This design comes from an exercise in tuning for small area, a short achievable clock period and few clock cycles on the open sky130 flow, not from production work.
At most, simulation tests tie the RTL to the original design; equivalence was not proved.
No driver is modelled on the clock port, so clocking that relies on it looks cheaper here than on a real chip.
Power and IR drop assume default switching activity.

==> flow/design.v (excerpt) <==
module round_robin_thread_scheduler
#(
  parameter int MAX_THREADS = 16
) (
  input  wire logic        clk_i,
  input  wire logic        rst_ni,
  input  wire logic        in_valid_i,
  output logic             in_stall_o,
  input  wire logic [2:0]  mode_i,
  input  wire logic [3:0]  thread_id_i,
  input  wire logic [15:0] sleep_quanta_i,
  output logic             out_valid_o,
  input  wire logic        out_stall_i,
  output logic [1:0]       status_o,
  output logic [31:0]      result_value_o,
  output logic [3:0]       running_thread_o,
  output logic             running_valid_o,
  output logic [31:0]      total_quanta_o
);
  localparam int N = 16;
  logic [N-1:0]  used_q, rdy_q, held_q, slp_q;
  logic [31:0]   ptq_q [N];
  logic [15:0]   dl_q  [N];
  logic [N*N-1:0] ob_q;
  logic [3:0]    cur_q;
  logic          curv_q;
  logic [31:0]   gq_q;
  logic          ov_q;
  logic [1:0]    st_q;
  logic [31:0]   val_q;
  logic          stall_q, qry_q, qv_q;
  logic          sw_q, pop_q, rq_q;
  logic          spawn_q, term_q, blk_q, res_q, slpc_q;
  logic [3:0]    tgt_q;
  assign in_stall_o = stall_q;
  logic accept;
  assign accept = in_valid_i & ~in_stall_o;
  function automatic logic older(input logic [N*N-1:0] m, input int i, input int j);
    older = (i < j) ? m[i*N+j] : ~m[j*N+i];
  endfunction
  logic [N-1:0] head_oh;
  always_comb begin
    for (int i = 0; i < N; i++) begin
      head_oh[i] = rdy_q[i];
      for (int j = 0; j < N; j++)
        if (j != i) head_oh[i] = head_oh[i] & (~rdy_q[j] | older(ob_q, i, j));
    end
  end
  logic [3:0] head;
  always_comb begin
    head = '0;
    for (int i = 0; i < N; i++) if (head_oh[i]) head = head | 4'(i);
  end
  logic qne;
  ...
Size in the first run: about 1,100 flip-flops, about 100 I/O pins.
clock: 12.0 ns
lec_check: 0
cap_margin: 20
core_margin: 2
core_utilization: 60
place_density: 0.7
slew_margin: 20
tns_end_percent: 0
standard.sh (not shown) runs the stock make flow with config.mk's settings and CLKGATE_MAP_FILE= SYNTH_SCRIPT=/design/flow/synth_recipe.tcl, a recipe that flattens the netlist after the stock synthesis.
==> flow/flow/run.sh <==
#!/bin/bash
# Standard layout with a tighter setup repair target (the clock stays at the design's period),
# a clock tree of fewer buffers and no dummy loads, port buffers sized up before clock tree
# synthesis, and cells stepped down in size after it wherever the worst slack allows.
cp standard.sh standard_copy.txt
export SETUP_SLACK_MARGIN=${SETUP_SLACK_MARGIN_OVERRIDE:-9.3}
export CTS_ARGS="-sink_clustering_enable -repair_clock_nets -dont_use_dummy_load -sink_clustering_size 22 -sink_clustering_max_diameter 100 -buf_list {sky130_fd_sc_hd__clkbuf_16}"
export PRE_CTS_TCL=$PWD/flow/iobuf.tcl
export POST_CTS_TCL=$PWD/flow/downsize.tcl
bash standard.sh > standard.log 2>&1
Other scripts of this flow, unchanged in this note and not shown: flow/flow/downsize.tcl, flow/flow/iobuf.tcl
The first run completed with no timing, DRC or antenna violations.
Change:
--- a/flow/flow/run.sh
+++ b/flow/flow/run.sh
@@ -4,5 +4,5 @@
 # synthesis, and cells stepped down in size after it wherever the worst slack allows.
 cp standard.sh standard_copy.txt
-export SETUP_SLACK_MARGIN=${SETUP_SLACK_MARGIN_OVERRIDE:-9.3}
+export SETUP_SLACK_MARGIN=${SETUP_SLACK_MARGIN_OVERRIDE:-9.0}
 export CTS_ARGS="-sink_clustering_enable -repair_clock_nets -dont_use_dummy_load -sink_clustering_size 22 -sink_clustering_max_diameter 100 -buf_list {sky130_fd_sc_hd__clkbuf_16}"
 export PRE_CTS_TCL=$PWD/flow/iobuf.tcl
Outcome: Routed wire length does not change. Power stays the same. Worst setup slack does not change. Clock skew is unchanged. Synthesized area stays the same.
Change:
--- a/flow/flow/run.sh
+++ b/flow/flow/run.sh
@@ -4,5 +4,5 @@
 # synthesis, and cells stepped down in size after it wherever the worst slack allows.
 cp standard.sh standard_copy.txt
-export SETUP_SLACK_MARGIN=${SETUP_SLACK_MARGIN_OVERRIDE:-9.0}
+export SETUP_SLACK_MARGIN=${SETUP_SLACK_MARGIN_OVERRIDE:-8.8}
 export CTS_ARGS="-sink_clustering_enable -repair_clock_nets -dont_use_dummy_load -sink_clustering_size 22 -sink_clustering_max_diameter 100 -buf_list {sky130_fd_sc_hd__clkbuf_16}"
 export PRE_CTS_TCL=$PWD/flow/iobuf.tcl
Result:
- worst setup slack stays the same
- sequential power stays flat
- first-iteration DRC count is unchanged
- count of clock-buffer cells in the layout is unchanged
- clock skew is unchanged
- utilization does not change
- routed wire length stays the same
- maximum frequency stays the same
- power stays the same
- synthesized area does not change
- worst hold slack stays the same
Change:
--- a/flow/flow/run.sh
+++ b/flow/flow/run.sh
@@ -4,5 +4,5 @@
 # synthesis, and cells stepped down in size after it wherever the worst slack allows.
 cp standard.sh standard_copy.txt
-export SETUP_SLACK_MARGIN=${SETUP_SLACK_MARGIN_OVERRIDE:-8.8}
+export SETUP_SLACK_MARGIN=${SETUP_SLACK_MARGIN_OVERRIDE:-8.6}
 export CTS_ARGS="-sink_clustering_enable -repair_clock_nets -dont_use_dummy_load -sink_clustering_size 22 -sink_clustering_max_diameter 100 -buf_list {sky130_fd_sc_hd__clkbuf_16}"
 export PRE_CTS_TCL=$PWD/flow/iobuf.tcl
The changed run produced a clean layout.
Clock skew falls by 0.0039 ns.
Sequential power stays flat.
Utilization went down by 0.11 points.
Power went down by 0.39%.
Function was not checked in any run of this note: the RTL went through the layout flow alone.

---

Another version of the RTL of round_robin_thread_scheduler (not shown whole).
Size in the first run: roughly 1100 flip-flops, ~100 I/O pins, roughly 49000 µm² of cells after synthesis.
export LEC_CHECK = 0
export CAP_MARGIN = 20
export CORE_MARGIN = 2
export CORE_UTILIZATION = 40
export SLEW_MARGIN = 20
create_clock -name core_clock -period 12.0 [get_ports {clk_i}]
==> flow/flow/run.sh <==
#!/bin/bash
# Standard layout with a tighter setup repair target (the clock stays at the design's period),
# a clock tree of smaller buffers, larger sink clusters and no dummy loads, and port buffers
# sized up before clock tree synthesis.
cp standard.sh standard_copy.txt
export SETUP_SLACK_MARGIN=${SETUP_SLACK_MARGIN_OVERRIDE:-7.5}
export CTS_ARGS="-sink_clustering_enable -repair_clock_nets -dont_use_dummy_load -sink_clustering_size 24 -sink_clustering_max_diameter 80 -buf_list {sky130_fd_sc_hd__clkbuf_16}"
export PRE_CTS_TCL=$PWD/flow/iobuf.tcl
bash standard.sh > standard.log 2>&1
==> flow/flow/iobuf.tcl <==
# Size up the port buffers: the standard flow leaves slow delay cells or small buffers on the
# ports whose paths already meet the repair target.
proc iobuf_fix { inst } {
  set cell [get_property $inst ref_name]
  if { [string match "*dly*" $cell] || [string match "*__buf_1" $cell] || [string match "*__buf_2" $cell] } {
    puts "iobuf: [get_full_name $inst] $cell -> sky130_fd_sc_hd__buf_4"
    replace_cell [get_full_name $inst] sky130_fd_sc_hd__buf_4
  }
}
foreach port [all_outputs] {
  set net [get_nets -quiet [get_full_name $port]]
  if { $net == "" } { continue }
  foreach pin [get_pins -quiet -of_objects $net -filter "direction == output"] {
    iobuf_fix [get_cells -of_objects $pin]
  }
}
foreach port [all_inputs] {
  set name [get_full_name $port]
  if { $name == "clk_i" } { continue }
  set net [get_nets -quiet $name]
  if { $net == "" } { continue }
  foreach pin [get_pins -quiet -of_objects $net -filter "direction == input"] {
    iobuf_fix [get_cells -of_objects $pin]
  }
}
The baseline finished with timing, DRC and antenna clean.
Rerun with:
--- a/flow/flow/run.sh
+++ b/flow/flow/run.sh
@@ -6,2 +6,2 @@
-export SETUP_SLACK_MARGIN=${SETUP_SLACK_MARGIN_OVERRIDE:-7.5}
-export CTS_ARGS="-sink_clustering_enable -repair_clock_nets -dont_use_dummy_load -sink_clustering_size 24 -sink_clustering_max_diameter 80 -buf_list {sky130_fd_sc_hd__clkbuf_16}"
+export SETUP_SLACK_MARGIN=${SETUP_SLACK_MARGIN_OVERRIDE:-8.0}
+export CTS_ARGS="-sink_clustering_enable -repair_clock_nets -dont_use_dummy_load -sink_clustering_size 22 -sink_clustering_max_diameter 100 -buf_list {sky130_fd_sc_hd__clkbuf_16}"
The changed run finished clean.
Design area is higher by about 2%.
Cell count is higher by about 1.1%.
Wire length is higher by about 3.5%.
Via count is higher by about 1.3%.
Maximum frequency is higher by about 9%.
Flip-flop and latch count does not change.
Count of clock-buffer cells in the layout is lower by 2.
Clock skew is higher by 0.037 ns.
Global-route usage is higher by 0.84 points.
Power is higher by about 2.5%.
No run of this note included a check of the RTL's function; only the layout flow was run.

---

round_robin_thread_scheduler, a different RTL version from the one above (not shown whole).
Size in the first run: about 1100 flip-flops, ~100 I/O pins, roughly 48000 um2 of cells after synthesis.
==> flow/design.v (excerpt) <==
module round_robin_thread_scheduler
#(
  parameter int MAX_THREADS = 16
) (
  input  wire logic        clk_i,
  input  wire logic        rst_ni,
  input  wire logic        in_valid_i,
  output logic             in_stall_o,
  input  wire logic [2:0]  mode_i,
  input  wire logic [3:0]  thread_id_i,
  input  wire logic [15:0] sleep_quanta_i,
  output logic             out_valid_o,
  input  wire logic        out_stall_i,
  output logic [1:0]       status_o,
  output logic [31:0]      result_value_o,
  output logic [3:0]       running_thread_o,
  output logic             running_valid_o,
  output logic [31:0]      total_quanta_o
);
==> flow/config.mk <==
export PLATFORM = sky130hd
export DESIGN_NAME = round_robin_thread_scheduler
export DESIGN_NICKNAME = round_robin_thread_scheduler
export VERILOG_FILES = /design/flow/design.v
export SDC_FILE = /design/flow/constraint.sdc
export NUM_CORES = 8
export LEC_CHECK = 0
export CAP_MARGIN = 20
export CORE_MARGIN = 2
export CORE_UTILIZATION = 52
export PLACE_DENSITY = 0.62
export SLEW_MARGIN = 30
export TNS_END_PERCENT = 0
==> flow/constraint.sdc <==
create_clock -name core_clock -period 12.0 [get_ports {clk_i}]
set_input_delay 2.4000 -clock core_clock [delete_from_list [all_inputs] [get_ports {clk_i}]]
set_output_delay 2.4000 -clock core_clock [all_outputs]
set_load 0.01 [all_outputs]
==> flow/flow/run.sh <==
#!/bin/bash
# Standard layout with a tighter setup repair target (the clock stays at the design's period),
# a clock tree of fewer buffers and no dummy loads, port buffers sized up before clock tree
# synthesis, and cells stepped down in size after it wherever the worst slack allows.
cp standard.sh standard_copy.txt
export SETUP_SLACK_MARGIN=${SETUP_SLACK_MARGIN_OVERRIDE:-8.6}
export CTS_ARGS="-sink_clustering_enable -repair_clock_nets -dont_use_dummy_load -sink_clustering_size 22 -sink_clustering_max_diameter 100 -buf_list {sky130_fd_sc_hd__clkbuf_16}"
export PRE_CTS_TCL=$PWD/flow/iobuf.tcl
export POST_CTS_TCL=$PWD/flow/downsize.tcl
bash standard.sh > standard.log 2>&1
Scripts as last shown in full above: flow/flow/iobuf.tcl
Other scripts of this flow, unchanged in this note and not shown: flow/flow/downsize.tcl
The baseline passed the timing, design-rule and antenna checks.
Testbench counts at the start, summed over its fixed seeds: cycles 49,907.
Next try:
Settings changed: CORE_UTILIZATION 52 to 60, PLACE_DENSITY 0.62 to 0.7, SLEW_MARGIN 30 to 20.
Clock-buffer cell count shrinks by 1.
Worst hold slack gets worse by 6.0 ps.
Core utilization grows by 8.7 points.
Clock power went down by about 2%.
Final area decreases by 0.34%.

---

the previous run:
round_robin_thread_scheduler, a different RTL version from the one above (not shown whole).
Size in the first run: roughly 3800 cells after synthesis, ~48000 um2 of cells after synthesis.
export LEC_CHECK = 0
export CAP_MARGIN = 20
export CORE_MARGIN = 2
export CORE_UTILIZATION = 40
export SLEW_MARGIN = 20
create_clock -name core_clock -period 12.0 [get_ports {clk_i}]
==> flow/flow/run.sh <==
#!/bin/bash
# Standard layout with a tighter setup repair target (the clock stays at the design's period),
# a clock tree of smaller buffers, larger sink clusters and no dummy loads, and port buffers
# sized up before clock tree synthesis.
cp standard.sh standard_copy.txt
export SETUP_SLACK_MARGIN=${SETUP_SLACK_MARGIN_OVERRIDE:-8.7}
export CTS_ARGS="-sink_clustering_enable -repair_clock_nets -dont_use_dummy_load -sink_clustering_size 22 -sink_clustering_max_diameter 100 -buf_list {sky130_fd_sc_hd__clkbuf_16}"
export PRE_CTS_TCL=$PWD/flow/iobuf.tcl
bash standard.sh > standard.log 2>&1
Scripts as last shown in full above: flow/flow/iobuf.tcl
Testbench counts of the previous run, summed over its fixed seeds: cycles 49,907.
Input-level comparison between the current run and the previous run:
==> flow/flow/run.sh <==
#!/bin/bash
# Standard layout with a tighter setup repair target (the clock stays at the design's period),
# a clock tree of smaller buffers, larger sink clusters and no dummy loads, and port buffers
# sized up before clock tree synthesis.
cp standard.sh standard_copy.txt
export SETUP_SLACK_MARGIN=${SETUP_SLACK_MARGIN_OVERRIDE:-8.4}
export CTS_ARGS="-sink_clustering_enable -repair_clock_nets -dont_use_dummy_load -sink_clustering_size 22 -sink_clustering_max_diameter 100 -buf_list {sky130_fd_sc_hd__clkbuf_16}"
export PRE_CTS_TCL=$PWD/flow/iobuf.tcl
bash standard.sh > standard.log 2>&1
-- flow/config.mk --
<<< the previous run, line 8
export CAP_MARGIN = 20
export CORE_MARGIN = 2
export CORE_UTILIZATION = 40
export SLEW_MARGIN = 20
>>> the current run, line 8
export CAP_MARGIN = 20
export CORE_MARGIN = 2
export CORE_UTILIZATION = 60
export PLACE_DENSITY = 0.7
export SLEW_MARGIN = 20
Results
- The flow did not stop early for the current run: all stages ran, and the layout cleared the timing, design-rule and antenna checks.
- Worst max-slew margin expressed relative to the limit delta for the current run relative to the previous run: 0.49 points higher
- The current run vs the previous run, uppermost layer routed: met5 vs met4
- Diff the previous run -> the current run: area added between synthesis and finish went down, setup slack of the critical path after layout increased by 0.069 ns relative to the old numbers, critical-path maximum fanout went down 2, number of instances in the synthesized netlist ~0 delta, number of DRC markers in iteration 0 saw an increase.
- Changes observed in the current run relative to the previous run: post-placement cell count shows a reduction of about 10%, wire length of the first global-routing pass shows a reduction of about 2%, routed wire length shows a reduction of 0.52%, pin slew with the least headroom to its limit shows a reduction of 0.0074 ns.
- Initial cell density of the core was higher in the current run than in the previous run.

---

round_robin_thread_scheduler again, from the RTL that the note above started with.
export LEC_CHECK = 0
export CAP_MARGIN = 20
export CORE_MARGIN = 2
export CORE_UTILIZATION = 40
export SLEW_MARGIN = 20
create_clock -name core_clock -period 12.0 [get_ports {clk_i}]
==> flow/flow/run.sh <==
#!/bin/bash
# Standard layout with a tighter setup repair target (the clock stays at the design's period),
# a clock tree of smaller buffers, larger sink clusters and no dummy loads, and port buffers
# sized up before clock tree synthesis.
cp standard.sh standard_copy.txt
export SETUP_SLACK_MARGIN=${SETUP_SLACK_MARGIN_OVERRIDE:-8.4}
export CTS_ARGS="-sink_clustering_enable -repair_clock_nets -dont_use_dummy_load -sink_clustering_size 22 -sink_clustering_max_diameter 100 -buf_list {sky130_fd_sc_hd__clkbuf_16}"
export PRE_CTS_TCL=$PWD/flow/iobuf.tcl
bash standard.sh > standard.log 2>&1
Scripts as last shown in full above: flow/flow/iobuf.tcl
The starting point produced a clean layout.
Testbench counts at the start, summed over its fixed seeds: cycles 49,907.
Edit:
CORE_UTILIZATION = 60   (was 40)
PLACE_DENSITY = 0.7   (was unset)
TNS_END_PERCENT = 0   (was unset)
Result: Wire length drops by 7.0%. First-iteration DRC count climbs by about 20%. Maximum frequency drops by 2.6%. Synthesized cell count does not change. Sequential power hardly moves. Setup slack is worse by 0.10 ns. Register-to-register slack is worse by 0.16 ns. Die area drops by 33%.
Edit:
CORE_UTILIZATION = 55   (was 60)
PLACE_DENSITY = 0.65   (was 0.7)
TNS_END_PERCENT = unset   (was 0)
The changed run ran to the end with no violations. Synthesized area does not change. Synthesized cell count is unchanged. Routed wire length rose by 8.8%. Final cell count is higher by 6.1%.

---

RTL: one of the versions met above, not the one the previous note started from.
For scale: about 1100 flip-flops.
## round_robin_thread_scheduler
module round_robin_thread_scheduler
#(
  parameter int MAX_THREADS = 16
) (
  input  wire logic        clk_i,
  input  wire logic        rst_ni,
  input  wire logic        in_valid_i,
  output logic             in_stall_o,
  input  wire logic [2:0]  mode_i,
  input  wire logic [3:0]  thread_id_i,
  input  wire logic [15:0] sleep_quanta_i,
  output logic             out_valid_o,
  input  wire logic        out_stall_i,
  output logic [1:0]       status_o,
  output logic [31:0]      result_value_o,
  output logic [3:0]       running_thread_o,
  output logic             running_valid_o,
  output logic [31:0]      total_quanta_o
);
  localparam int N = 16;
  logic [N-1:0]  used_q, rdy_q, held_q, slp_q;
  logic [31:0]   ptq_q [N];
  logic [15:0]   dl_q  [N];
  logic [N*N-1:0] ob_q;
  logic [3:0]    cur_q;
  logic          curv_q;
  logic [31:0]   gq_q;
  logic          ov_q;
  logic [1:0]    st_q;
  logic [31:0]   val_q;
  logic          stall_q, qry_q, qv_q;
  logic          sw_q, pop_q, rq_q;
  logic          spawn_q, term_q, blk_q, res_q, slpc_q;
  logic [3:0]    tgt_q;
  assign in_stall_o = stall_q;
  logic accept;
  assign accept = in_valid_i & ~in_stall_o;
  function automatic logic older(input logic [N*N-1:0] m, input int i, input int j);
    older = (i < j) ? m[i*N+j] : ~m[j*N+i];
  endfunction
  logic [N-1:0] head_oh;
  always_comb begin
    for (int i = 0; i < N; i++) begin
      head_oh[i] = rdy_q[i];
      for (int j = 0; j < N; j++)
        if (j != i) head_oh[i] = head_oh[i] & (~rdy_q[j] | older(ob_q, i, j));
    end
  end
  logic [3:0] head;
  always_comb begin
    head = '0;
    for (int i = 0; i < N; i++) if (head_oh[i]) head = head | 4'(i);
  end
  logic qne;
  assign qne = |rdy_q;
  logic [3:0] fid;
  logic       anyfree;
  always_comb begin
    fid = '0;
    for (int i = N-1; i >= 0; i--) if (!used_q[i]) fid = 4'(i);
  end
  assign anyfree = ~&used_q;
  ...
clock: 12.0 ns
lec_check: 0
cap_margin: 20
core_margin: 2
core_utilization: 52
place_density: 0.62
slew_margin: 35
tns_end_percent: 0
==> flow/flow/run.sh <==
#!/bin/bash
# Standard layout with a tighter setup repair target (the clock stays at the design's period),
# a clock tree of fewer buffers and no dummy loads, port buffers sized up before clock tree
# synthesis, and cells stepped down in size after it wherever the worst slack allows.
cp standard.sh standard_copy.txt
export SETUP_SLACK_MARGIN=${SETUP_SLACK_MARGIN_OVERRIDE:-8.6}
export CTS_ARGS="-sink_clustering_enable -repair_clock_nets -dont_use_dummy_load -sink_clustering_size 22 -sink_clustering_max_diameter 100 -buf_list {sky130_fd_sc_hd__clkbuf_16}"
export PRE_CTS_TCL=$PWD/flow/iobuf.tcl
export POST_CTS_TCL=$PWD/flow/downsize.tcl
bash standard.sh > standard.log 2>&1
Scripts as last shown in full above: flow/flow/iobuf.tcl
Other scripts of this flow, unchanged in this note and not shown: flow/flow/downsize.tcl
Testbench counts at the start, summed over its fixed seeds: cycles 49,907.
Next try:
- CORE_UTILIZATION: 52 -> 60
- PLACE_DENSITY: 0.62 -> 0.7
- SLEW_MARGIN: 35 -> 40
The new run completed with no timing, DRC or antenna violations.
Final cell count came out lower by 2.7%.
Final area came out higher by 0.35%.
Synthesized cell count stays the same.
Die area came out lower by 13%.
Count of clock-buffer cells in the layout is unchanged.

[what the ideal ports hide]
In the flow no input, the clock included, has a driving cell. The finished layouts below were timed again as built, in two steps. Step 1 sets driving cells, clkbuf_16 on the clock port and buf_2 on the other inputs (assumed; they add their load-dependent delay and slew). Step 2 adds t to the input delays and takes it off the output delays; t is the mean of the earliest and latest rising clock arrival at the registers after step 1. Input paths then give back, and output paths get back, about the clock's delay inside the block. Three values: ideal, step 1, step 2; two values: the first two.
run	t (ns)	setup slack, ns	worst register clock-pin slew, ns	cell pins on the clock port's net
the first run of note 1	0.708	8.223 / 8.196 / 7.601	0.10 / 0.10	1
the second run of note 1	0.708	8.223 / 8.196 / 7.601	0.10 / 0.10	1
the third run of note 1	0.708	8.223 / 8.196 / 7.601	0.10 / 0.10	1
the fourth run of note 1	0.710	8.204 / 8.188 / 7.591	0.10 / 0.10	1
the first run of note 2	0.750	7.576 / 7.576 / 6.865	0.11 / 0.11	1
the second run of note 2	0.764	7.929 / 7.932 / 7.193	0.10 / 0.10	1
the first run of note 3	0.728	8.282 / 8.211 / 7.547	0.10 / 0.10	1
the second run of note 3	0.705	8.216 / 8.216 / 7.611	0.10 / 0.10	1
the previous run	0.754	8.099 / 8.019 / 7.266	0.11 / 0.11	1
the current run	0.712	8.168 / 8.095 / 7.448	0.10 / 0.10	1
the first run of note 5	0.737	8.147 / 8.071 / 7.414	0.10 / 0.10	1
the second run of note 5	0.705	8.046 / 8.026 / 7.375	0.10 / 0.10	1
the third run of note 5	0.709	8.092 / 8.063 / 7.355	0.10 / 0.10	1
the first run of note 6	0.713	8.278 / 8.204 / 7.584	0.10 / 0.10	1
the second run of note 6	0.710	8.345 / 8.273 / 7.731	0.10 / 0.10	1
After both steps setup and hold are still met in every run listed. For the previous run, which loses most, drivers alone change the setup slack by -0.080 ns; drivers and shift together by -0.833 ns.
